Context: an optimization exercise on an open-source flow, tuned for small area and a short achievable clock period. The choices shown serve that exercise and are no tape-out recipe.
Where RTL was checked, it was by simulation tests only, not by an equivalence proof against the original.
Power is estimated from default activity; no workload was simulated.

==> 12-10: inputs <==
Design apb_ram_strb, start of the top module:
module apb_ram_strb #(
  parameter int unsigned ADDR_WIDTH  = 10,
  parameter int unsigned DATA_WIDTH  = 32,
  parameter int unsigned RAM_DEPTH   = 128,
  parameter int unsigned WAIT_CYCLES = 0,
  parameter int unsigned RO_BASE     = 96
) (
  input  logic                      pclk,
  input  logic                      presetn,
  input  logic                      psel,
  input  logic                      penable,
  input  logic                      pwrite,
  input  logic [ADDR_WIDTH-1:0]     paddr,
  input  logic [DATA_WIDTH-1:0]     pwdata,
  input  logic [DATA_WIDTH/8-1:0]   pstrb,
  output logic [DATA_WIDTH-1:0]     prdata,
  output logic                      pready,
  output logic                      pslverr
);
  localparam int NR = 43;             
  localparam int NG = 6;              
  logic        idle_q;                
  logic        acc_q;                 
  logic        pready_q;              
  logic        pslverr_q;
  logic [31:0] prdata_q;
  logic [NR-1:0] rl_q;                
  logic [NR-1:0] rw_q;                
  logic [NG-1:0] grp_q;               
  logic          oor_q;               
  logic          write_q;
  logic [31:0]   wdata_q;
  logic [3:0]    strb_q;
  logic [1:0]  ph_q;
  logic [2:0]  pos_q;
  logic        c1_q;
  logic [3:0]  act_q;
  logic [3:0]  pag_q [NG];
  logic [31:0] wdp_q;
  wire setup   = idle_q & psel & ~penable;
  wire perform = acc_q & psel & penable;
  wire commit  = perform & write_q & ~oor_q & ~presetn;
  wire [6:0] widx = paddr[8:2];
  logic [NR-1:0] ring_l;
  logic [NG-1:0] grp_l;
  logic [1:0]    sub_l;
  always_comb begin
    ring_l = '0;
    grp_l  = '0;
    sub_l  = 2'd0;
    for (int i = 0; i < 128; i++) begin
      if (widx == 7'(i)) begin
        ring_l[i / 3]     = 1'b1;
        grp_l[i / 24]     = 1'b1;
        sub_l             = 2'(i % 3);
      end
    end
  end
  always_ff @(posedge pclk) begin
    if (idle_q) begin
      rl_q    <= ring_l;
      rw_q    <= ring_l & {NR{pwrite}};
  ...
==> module apb_ram_strb, before the edit <==
module apb_ram_strb #(
  parameter int unsigned ADDR_WIDTH  = 10,
  parameter int unsigned DATA_WIDTH  = 32,
  parameter int unsigned RAM_DEPTH   = 128,
  parameter int unsigned WAIT_CYCLES = 0,
  parameter int unsigned RO_BASE     = 96
) (
  input  logic                      pclk,
  input  logic                      presetn,
  input  logic                      psel,
  input  logic                      penable,
  input  logic                      pwrite,
  input  logic [ADDR_WIDTH-1:0]     paddr,
  input  logic [DATA_WIDTH-1:0]     pwdata,
  input  logic [DATA_WIDTH/8-1:0]   pstrb,
  output logic [DATA_WIDTH-1:0]     prdata,
  output logic                      pready,
  output logic                      pslverr
);
  localparam int NR = 43;             
  localparam int NG = 6;              
  logic        idle_q;                
  logic        acc_q;                 
  logic        pready_q;              
  logic        pslverr_q;
  logic [31:0] prdata_q;
  logic [NR-1:0] rl_q;                
  logic [NR-1:0] rw_q;                
  logic [NG-1:0] grp_q;               
  logic          oor_q;               
  logic          write_q;
  logic [31:0]   wdata_q;
  logic [3:0]    strb_q;
  logic [1:0]  ph_q;
  logic [2:0]  pos_q;
  logic        c1_q;
  logic [3:0]  act_q;
  logic [3:0]  pag_q [NG];
  logic [31:0] wdp_q;
  wire setup   = idle_q & psel & ~penable;
  wire perform = acc_q & psel & penable;
  wire commit  = perform & write_q & ~oor_q & ~presetn;
  wire [6:0] widx = paddr[8:2];
  logic [NR-1:0] ring_l;
  logic [NG-1:0] grp_l;
  logic [1:0]    sub_l;
  always_comb begin
    ring_l = '0;
    grp_l  = '0;
    sub_l  = 2'd0;
    for (int i = 0; i < 128; i++) begin
      if (widx == 7'(i)) begin
        ring_l[i / 3]     = 1'b1;
        grp_l[i / 24]     = 1'b1;
        sub_l             = 2'(i % 3);
      end
    end
  end
  always_ff @(posedge pclk) begin
    if (idle_q) begin
      rl_q    <= ring_l;
      rw_q    <= ring_l & {NR{pwrite}};
      grp_q   <= grp_l;
      oor_q   <= paddr[9];
      write_q <= pwrite;
      wdata_q <= pwdata;
      strb_q  <= pstrb;
    end
  end
  always_ff @(posedge pclk) begin
    if (presetn) begin
      idle_q    <= 1'b1;
      acc_q     <= 1'b0;
      pready_q  <= 1'b0;
      pslverr_q <= 1'b0;
    end else begin
      idle_q    <= ~setup & ~perform;
      acc_q     <= setup;
      pready_q  <= perform;
      pslverr_q <= perform & oor_q;
    end
  end
  logic [1:0] nslot;
  always_comb begin
    case ({sub_l, ph_q})
      4'b00_00, 4'b01_10, 4'b10_01: nslot = 2'd1;
      4'b00_01, 4'b01_00, 4'b10_10: nslot = 2'd2;
      default:                      nslot = 2'd0;
    endcase
  end
  logic [3:0] act_d;
  logic [2:0] pos_r;                  
  logic [2:0] pos_d;
  assign act_d = commit ? strb_q : (c1_q ? act_q : 4'h0);
  assign pos_r = {pos_q[1:0], pos_q[2]};
  assign pos_d = idle_q ? (3'd1 << nslot) : pos_r;
  always_ff @(posedge pclk) begin
    ph_q  <= (ph_q == 2'd2) ? 2'd0 : ph_q + 2'd1;
    pos_q <= pos_d;
    c1_q  <= commit;
    act_q <= act_d;
    for (int g = 0; g < NG; g++) pag_q[g] <= act_d & {4{pos_r[2] & grp_q[g]}};
    wdp_q <= wdata_q & {{8{act_d[3]}}, {8{act_d[2]}}, {8{act_d[1]}}, {8{act_d[0]}}}
                     & {32{pos_r[2]}};
  end
  wire  [3:0]  pal = {4{commit & pos_q[2]}} & strb_q;
  wire  [31:0] wdl = wdata_q & {{8{pal[3]}}, {8{pal[2]}}, {8{pal[1]}}, {8{pal[0]}}};
  wire  [31:0] wde = wdp_q | wdl;
  logic [31:0]  m0 [NR];
  logic [31:0]  m1 [NR];
  logic [31:0]  m2 [NR];
  logic [31:0]  t0, t1, t2;
  generate
    for (genvar r = 0; r < NR; r++) begin : g_ring
      logic [3:0] nwe;
      assign nwe = ~({4{rw_q[r]}} & (pag_q[r / 8] | pal));
      always_ff @(posedge pclk) begin
        m1[r] <= m0[r];
        m2[r] <= m1[r];
        m0[r] <= (m2[r] & {{8{nwe[3]}}, {8{nwe[2]}}, {8{nwe[1]}}, {8{nwe[0]}}})
               | (wde & {32{rw_q[r]}});
      end
    end
  endgenerate
  always_comb begin
    t0 = '0;
    t1 = '0;
    t2 = '0;
    for (int r = 0; r < NR; r++) begin
      t0 = t0 | (m0[r] & {32{rl_q[r]}});
      t1 = t1 | (m1[r] & {32{rl_q[r]}});
      t2 = t2 | (m2[r] & {32{rl_q[r]}});
    end
  end
  wire rd_load = perform & ~write_q & ~oor_q & ~presetn;
  wire rd_hold = ~presetn & ~(perform & (oor_q | ~write_q));
  wire ld0     = rd_load & pos_q[0];
  wire ld1     = rd_load & pos_q[1];
  wire ld2     = rd_load & pos_q[2];
  always_ff @(posedge pclk)
    prdata_q <= (t0 & {32{ld0}}) | (t1 & {32{ld1}}) | (t2 & {32{ld2}})
              | (prdata_q & {32{rd_hold}});
  assign prdata  = prdata_q;
  assign pready  = pready_q;
  assign pslverr = pslverr_q;
endmodule
clock: 4.5 ns
lec_check: 0
cap_margin: 20
core_margin: 2
core_utilization: 45
cts_cluster_diameter: 80
cts_cluster_size: 25
place_density: 0.55
setup_slack_margin: 2.1
slew_margin: 20
run.sh (not shown) runs the stock make flow with config.mk's settings and CLKGATE_MAP_FILE= SYNTH_SCRIPT=/design/flow/synth_recipe.tcl, a recipe that flattens the netlist after the stock synthesis.
==> 11-24: changes against 12-10 <==
--- a/flow/design.v
+++ b/flow/design.v
@@ -25,7 +25,6 @@
   logic        pslverr_q;
   logic [31:0] prdata_q;
   logic [NR-1:0] rl_q;                
-  logic [NR-1:0] rw_q;                
   logic [NG-1:0] grp_q;               
   logic          oor_q;               
   logic          write_q;
@@ -59,7 +58,6 @@
   always_ff @(posedge pclk) begin
     if (idle_q) begin
       rl_q    <= ring_l;
-      rw_q    <= ring_l & {NR{pwrite}};
       grp_q   <= grp_l;
       oor_q   <= paddr[9];
       write_q <= pwrite;
@@ -113,12 +111,12 @@
   generate
     for (genvar r = 0; r < NR; r++) begin : g_ring
       logic [3:0] nwe;
-      assign nwe = ~({4{rw_q[r]}} & (pag_q[r / 8] | pal));
+      assign nwe = ~({4{rl_q[r]}} & (pag_q[r / 8] | pal));
       always_ff @(posedge pclk) begin
         m1[r] <= m0[r];
         m2[r] <= m1[r];
         m0[r] <= (m2[r] & {{8{nwe[3]}}, {8{nwe[2]}}, {8{nwe[1]}}, {8{nwe[0]}}})
-               | (wde & {32{rw_q[r]}});
+               | (wde & {32{rl_q[r]}});
       end
     end
   endgenerate
CORE_UTILIZATION = 40   (was 45)
PLACE_DENSITY = 0.5   (was 0.55)
==> comparison table <==
| item | 11-24 | 12-10 |
|---|---|---|
| Result of the run | no timing/DRC/antenna violations | no timing/DRC/antenna violations |
| Mean instance size in the synthesized netlist | 12.9 µm² | 12.9 µm² |
| Fillers | 27,900 | 24,200 |
| Met2 routed WL | 249,000 µm | 270,000 µm |
| First-pass GRT wire length | 737,000 µm | 865,000 µm |
| Flop+latch power | 38.5 mW | 39.2 mW |
| Fraction of power spent switching nets | 0.240 | 0.252 |
| Met1 wire length | 240,000 µm | 250,000 µm |
| Antenna violations before repair | 42 | 64 |
| Final net count | 9,878 | 10,100 |
| Area taken by multi-input logic gates | 37,200 µm² | 37,400 µm² |
| Part of the power in combinational logic | 0.047 | 0.064 |
| Diode insertion count for antenna repair | 32 | 125 |
| Maximum number of pins on one net before global-route repair | 83 | 107 |
| Net count of the mapped netlist | 9,818 | 9,922 |
| Initial standard-cell utilization of the core | 0.401 | 0.452 |
| Final design area excluding fillers | 145,000 µm² | 147,000 µm² |
| Leakage power summed over all cells | 53.7 nW | 55.0 nW |
| Comb_multi_in | 4,559 | 4,640 |
| Vias in the first global route | 89,200 | 95,600 |
| Placed cell areas | 133,000 µm² | 135,000 µm² |
| Fraction of area in registers | 0.604 | 0.603 |
| Die area | 320,000 µm² | 288,000 µm² |
| Dpl hpwl | 328,000 µm | 379,000 µm |
| Highest attainable clock frequency | 399 MHz | 389 MHz |
| CP endpoint | prdata_q[11] | prdata_q[26] |
| Power drawn by the combinational cells | 2.95 mW | 4.16 mW |
Function not checked in 12-10: the RTL went through the layout flow alone.

re-timing with driven ports:
How much do the figures lean on ideal ports? The routed layouts below were timed once more, with nothing changed but the port constraints.
Step 1: set_driving_cell puts a clkbuf_16 on pclk and a buf_2 on each other input, an assumption about the parent block.
Step 2 also shifts input and output timing later by t, the mid clock arrival at the registers, as if the neighbouring blocks saw the same clock.
Slacks: ideal ports / drivers / drivers and shift; pairs: ideal ports / drivers.
| run | shift t [ns] | setup WS [ns] | worst setup path at the end |
|---|---|---|---|
| 12-10 | 1.056 | 1.928 / 1.865 / 1.188 | input to register |
| 11-24 | 1.065 | 1.995 / 1.921 / 1.172 | input to register |
After both steps every run listed still meets setup and hold. For 11-24, which loses most, drivers alone change the setup slack by -0.074 ns; drivers and shift together by -0.823 ns.
